Background: an optimization exercise with open tools, aiming at small area. Do not read the settings as production practice. Where RTL was checked, it was by simulation tests only, not by an equivalence proof against the original. Power is estimated from default activity; no workload was simulated.

// map_loader
module map_loader #(
   parameter int LANES = 5,
   parameter int ROWS  = 100
) (
   input  logic        clk_i,
   input  logic        rst_n_i,
   input  logic        start_i,
   input  logic        in_valid_i,
   output logic        in_ready_o,
   input  logic [2:0]  in_cell_i,
   input  logic        in_last_i,
   output logic        busy_o,
   output logic        done_o,
   output logic        err_o,
   output logic        map_valid_o,
   output logic [10:0] len_o,
   input  logic [2:0]  rd_x_i,
   input  logic [6:0]  rd_y_i,
   output logic [2:0]  rd_state_o,
   output logic [11:0] rd_rgb_o
);
For scale: ~49 I/O pins.
Settings: LEC_CHECK=0, CAP_MARGIN=10, CORE_MARGIN=2, CORE_UTILIZATION=66, GPL_TIMING_DRIVEN=0, SLEW_MARGIN=10; clock period 10.0 ns.
standard.sh (not shown) runs the stock make flow with config.mk's settings and CLKGATE_MAP_FILE= SYNTH_SCRIPT=/design/flow/synth_recipe.tcl, a recipe that flattens the netlist after the stock synthesis.
==> flow/flow/run.sh <==
#!/bin/bash
# Own layout flow: the standard ORFS flow, with three changes.
#  1. Synthesis is the standard flow's own script (synth_recipe.tcl) with its combinational mapping
#     changed (see synth_area.tcl): ABC maps for area, and adders are not pre-extracted.
#     Registers are mapped by dfflibmap before this, so they are the standard synthesis's.
#  2. Clock tree synthesis runs without dummy loads, with larger sink clusters (15 sinks,
#     60 um) driven by clkbuf_8 buffers.
#  3. Ports are buffered with buf_1 cells (every input and output still gets its buffer).
# Every tool's output goes to a log file in this work folder (and ORFS's own logs under orfs/).
set -euo pipefail
W=$(pwd)
export FLOW_SYNTH_TCL="$W/synth_recipe.tcl"
export FLOW_ABC_SCRIPT="$W/flow/area.abc"
export BUFFER_PORTS_ARGS="-buffer_cell sky130_fd_sc_hd__buf_1"
export CTS_ARGS="-sink_clustering_enable -repair_clock_nets -dont_use_dummy_load -buf_list sky130_fd_sc_hd__clkbuf_8 -sink_clustering_size 15 -sink_clustering_max_diameter 60"

make -C "$FLOW_HOME" DESIGN_CONFIG="$W/config.mk" WORK_HOME="$W/orfs" CLKGATE_MAP_FILE= \
   SYNTH_SCRIPT="$W/flow/synth_area.tcl" synth > "$W/synth_make.log" 2>&1
bash "$W/standard.sh" finish > "$W/standard_make.log" 2>&1
test -s "$W/out/final.def"
==> flow/flow/area.abc <==
strash; &get -n; &fraig -x; &put; scorr; dc2; strash; &get -n; &dch -f; &nf -R 1000; &put; strash; &get -n; &dch -f; &nf -R 1000; &put; strash; &get -n; &dch -f; &nf -R 1000; &put; strash; &get -n; &dch -f; &nf -R 1000; &put;
==> flow/flow/synth_area.tcl <==
# synth_recipe.tcl with two changes to the combinational mapping (registers are mapped by
# dfflibmap before either step, so they are exactly the standard synthesis's):
#  - ABC runs flow/area.abc (Yosys's default liberty script with four rounds of area-oriented
#    &dch/&nf mapping) in place of ORFS's script; ORFS's -D delay target and the -constr file
#    that makes ABC buffer and upsize are dropped.
#  - extract_fa is skipped, so adders are left to ABC as plain logic.
proc abc {args} {
   set keep {}
   for {set i 0} {$i < [llength $args]} {incr i} {
      set a [lindex $args $i]
      if {$a eq "-script" || $a eq "-D" || $a eq "-constr"} { incr i; continue }
      lappend keep $a
   }
   yosys abc -script $::env(FLOW_ABC_SCRIPT) {*}$keep
}
proc extract_fa {args} { puts "extract_fa skipped" }
source $::env(FLOW_SYNTH_TCL)
The first run completed without violations.
Then changed:
--- a/flow/design.v
+++ b/flow/design.v
@@ -108,25 +108,25 @@
       else                       ph_q <= ph_q + 5'd1;
    end
    always_ff @(posedge clk_i) begin
       for (int j = 0; j < NR; j++) begin
          ring_q[j*RL] <= (slot[j] == ph_q) ? acc_q[j] : ring_q[j*RL+RL-1];
          for (int k = 1; k < RL; k++) ring_q[j*RL+k] <= ring_q[j*RL+k-1];
       end
    end
-   logic [2:0]  rj;                  
-   logic [4:0]  rs;                  
+   logic [2:0]  rj, rj_q;            
+   logic [4:0]  rs, rs_q;            
+   logic [2:0]  rx_q;
+   logic        rd_ok, rd_byp, ok_q, byp_q;
    logic [5:0]  rd_d;
    logic [4:0]  rd_pos;
-   logic        rd_ok, rd_byp;
    logic [RL-1:0] pos_oh;
    logic [NR-1:0][7:0] ring_row;
    logic [7:0]  row;
-   logic [1:0]  rd_q;
    logic [1:0]  trit;
    always_comb begin
       case (rd_y_i)
          7'd0: begin rs = 5'd0; rj = 3'd0; end
          7'd1: begin rs = 5'd0; rj = 3'd1; end
          7'd2: begin rs = 5'd0; rj = 3'd2; end
          7'd3: begin rs = 5'd0; rj = 3'd3; end
          7'd4: begin rs = 5'd0; rj = 3'd4; end
@@ -250,46 +250,48 @@
          7'd122: begin rs = 5'd24; rj = 3'd2; end
          7'd123: begin rs = 5'd24; rj = 3'd3; end
          7'd124: begin rs = 5'd24; rj = 3'd4; end
          7'd125: begin rs = 5'd25; rj = 3'd0; end
          7'd126: begin rs = 5'd25; rj = 3'd1; end
          7'd127: begin rs = 5'd25; rj = 3'd2; end
       endcase
    end
-   assign rd_d   = 6'(ph_q) + 6'd19 - 6'(rs);
+   assign rd_ok  = map_valid_o && rd_x_i < 3'd5 && (rs < s_q || (rs == s_q && rj <= j_q));
+   assign rd_byp = rs == slot[rj];
+   always_ff @(posedge clk_i) begin
+      if (!rst_n_i) ok_q <= 1'b0;
+      else          ok_q <= rd_ok;
+      rs_q  <= rs;
+      rj_q  <= rj;
+      rx_q  <= rd_x_i;
+      byp_q <= rd_byp;
+   end
+   assign rd_d   = 6'(ph_q) + 6'd19 - 6'(rs_q);
    assign rd_pos = (rd_d >= 6'd20) ? 5'(rd_d - 6'd20) : 5'(rd_d);
-   logic [7:0] rd_dist;
-   assign rd_dist = {1'b0, len_o[6:0]} - 8'd1 - {1'b0, rd_y_i};
-   assign rd_ok   = map_valid_o && rd_x_i < 3'd5 && !rd_dist[7];
-   assign rd_byp  = rd_dist[6:0] <= 7'd4;
    always_comb begin
       for (int k = 0; k < RL; k++) pos_oh[k] = rd_pos == 5'(k);
       for (int j = 0; j < NR; j++) begin
          ring_row[j] = '0;
          for (int k = 0; k < RL; k++)
             ring_row[j] = ring_row[j] | ({8{pos_oh[k]}} & ring_q[j*RL+k]);
       end
       row = '0;
       for (int j = 0; j < NR; j++)
-         if (rj == 3'(j)) row = rd_byp ? acc_q[j] : ring_row[j];
-   end
-   always_ff @(posedge clk_i) begin
-      if (!rst_n_i || !rd_ok) rd_q <= 2'd0;
-      else                    rd_q <= trit;
+         if (rj_q == 3'(j)) row = byp_q ? acc_q[j] : ring_row[j];
    end
    logic       esc;
    logic [4:0] dec_b;
    logic [2:0] dec_a;
    logic [1:0] dig_b, dig_a;
    assign esc   = row[4:2] == 3'b111;
    assign dec_b = esc ? {row[7:5], row[1:0]} : row[4:0];
    assign dec_a = row[7:5];
    always_comb begin
-      case ({rd_x_i[1:0], dec_b})
+      case ({rx_q[1:0], dec_b})
          7'd1: dig_b = 2'd1;
          7'd2: dig_b = 2'd2;
          7'd4: dig_b = 2'd1;
          7'd5: dig_b = 2'd2;
          7'd7: dig_b = 2'd1;
          7'd8: dig_b = 2'd2;
          7'd10: dig_b = 2'd1;
          7'd11: dig_b = 2'd2;
@@ -359,17 +361,17 @@
          7'd117: dig_b = 2'd2;
          7'd118: dig_b = 2'd2;
          7'd119: dig_b = 2'd2;
          7'd120: dig_b = 2'd2;
          7'd121: dig_b = 2'd2;
          7'd122: dig_b = 2'd2;
          default: dig_b = 2'd0;
       endcase
-      case ({rd_x_i[0], esc, dec_a})
+      case ({rx_q[0], esc, dec_a})
          5'd3: dig_a = 2'd1;
          5'd4: dig_a = 2'd1;
          5'd5: dig_a = 2'd1;
          5'd6: dig_a = 2'd2;
          5'd7: dig_a = 2'd2;
          5'd8: dig_a = 2'd2;
          5'd9: dig_a = 2'd2;
          5'd10: dig_a = 2'd2;
@@ -388,19 +390,19 @@
          5'd26: dig_a = 2'd2;
          5'd27: dig_a = 2'd2;
          5'd28: dig_a = 2'd2;
          5'd29: dig_a = 2'd2;
          5'd30: dig_a = 2'd2;
          5'd31: dig_a = 2'd2;
          default: dig_a = 2'd0;
       endcase
-      trit = rd_x_i[2] | (rd_x_i[1] & rd_x_i[0]) ? dig_a : dig_b;
+      trit = rx_q[2] | (rx_q[1] & rx_q[0]) ? dig_a : dig_b;
    end
    assign in_ready_o  = busy_q;
    assign busy_o      = busy_q;
    assign done_o      = done_q;
    assign err_o       = err_q;
    assign map_valid_o = !busy_q && !(s_q[4] && s_q[3]);
    assign len_o       = {4'd0, 7'({s_q, 2'b00} + 7'(s_q) + 7'(j_q) + 7'd1)};
-   assign rd_state_o  = {1'b0, rd_q};
-   assign rd_rgb_o    = {{4{|rd_q}}, {4{rd_q[1]}}, 4'h0};
+   assign rd_state_o  = {1'b0, ok_q ? trit : 2'd0};
+   assign rd_rgb_o    = {{4{|rd_state_o}}, {4{rd_state_o[1]}}, 4'h0};
 endmodule
What happened: The changed run finished clean. Core utilization is lower by 0.33 points. Cell area is higher by 1.7%. Hold slack gains 8.0 ps. Die area is higher by 1.6%. First-iteration DRC count is higher by 9.3%. Synthesized cell count is higher by about 2%. Combinational power is lower by about 20%. Fmax is lower by 3.2%. Setup slack loses 300 ps. Total power is lower by 1.1%. Global-route usage is lower by 0.20 points. Routed wire length is higher by about 1%.
Function not checked in the second run of this note: the RTL went through the layout flow alone.

[port drivers added, routing unchanged]
The flow's constraints put no driver on any port. The routed layouts listed below were extracted and timed again, unchanged, in two steps.
Step 1, drivers: a clkbuf_16 drives clk_i and a buf_2 each remaining input, both assumed.
Step 2 moves the port delays by t, midway between the first and last clock arrival at a register: inputs arrive t later, outputs are due t later. That takes back most of the time a late clock gives input paths.
a / b / c = ideal ports / drivers / drivers and shift; a / b = the first two.
| run | t (ns) | slack for setup (ns) | worst setup path at the end | latest minus earliest clock arrival (ns) | slew at the worst register clock pin (ns) |
|---|---|---|---|---|---|
| the first run | 0.691 | 0.681 / 0.718 / 0.028 | input to register | 0.053 / 0.053 | 0.10 / 0.10 |
| the second run | 0.686 | 0.377 / 0.322 / 1.009 | register to output | 0.066 / 0.067 | 0.11 / 0.11 |
After both steps setup and hold are still met in every run listed. For the first run, which loses most, drivers alone change the setup slack by +0.037 ns; drivers and shift together by -0.653 ns.
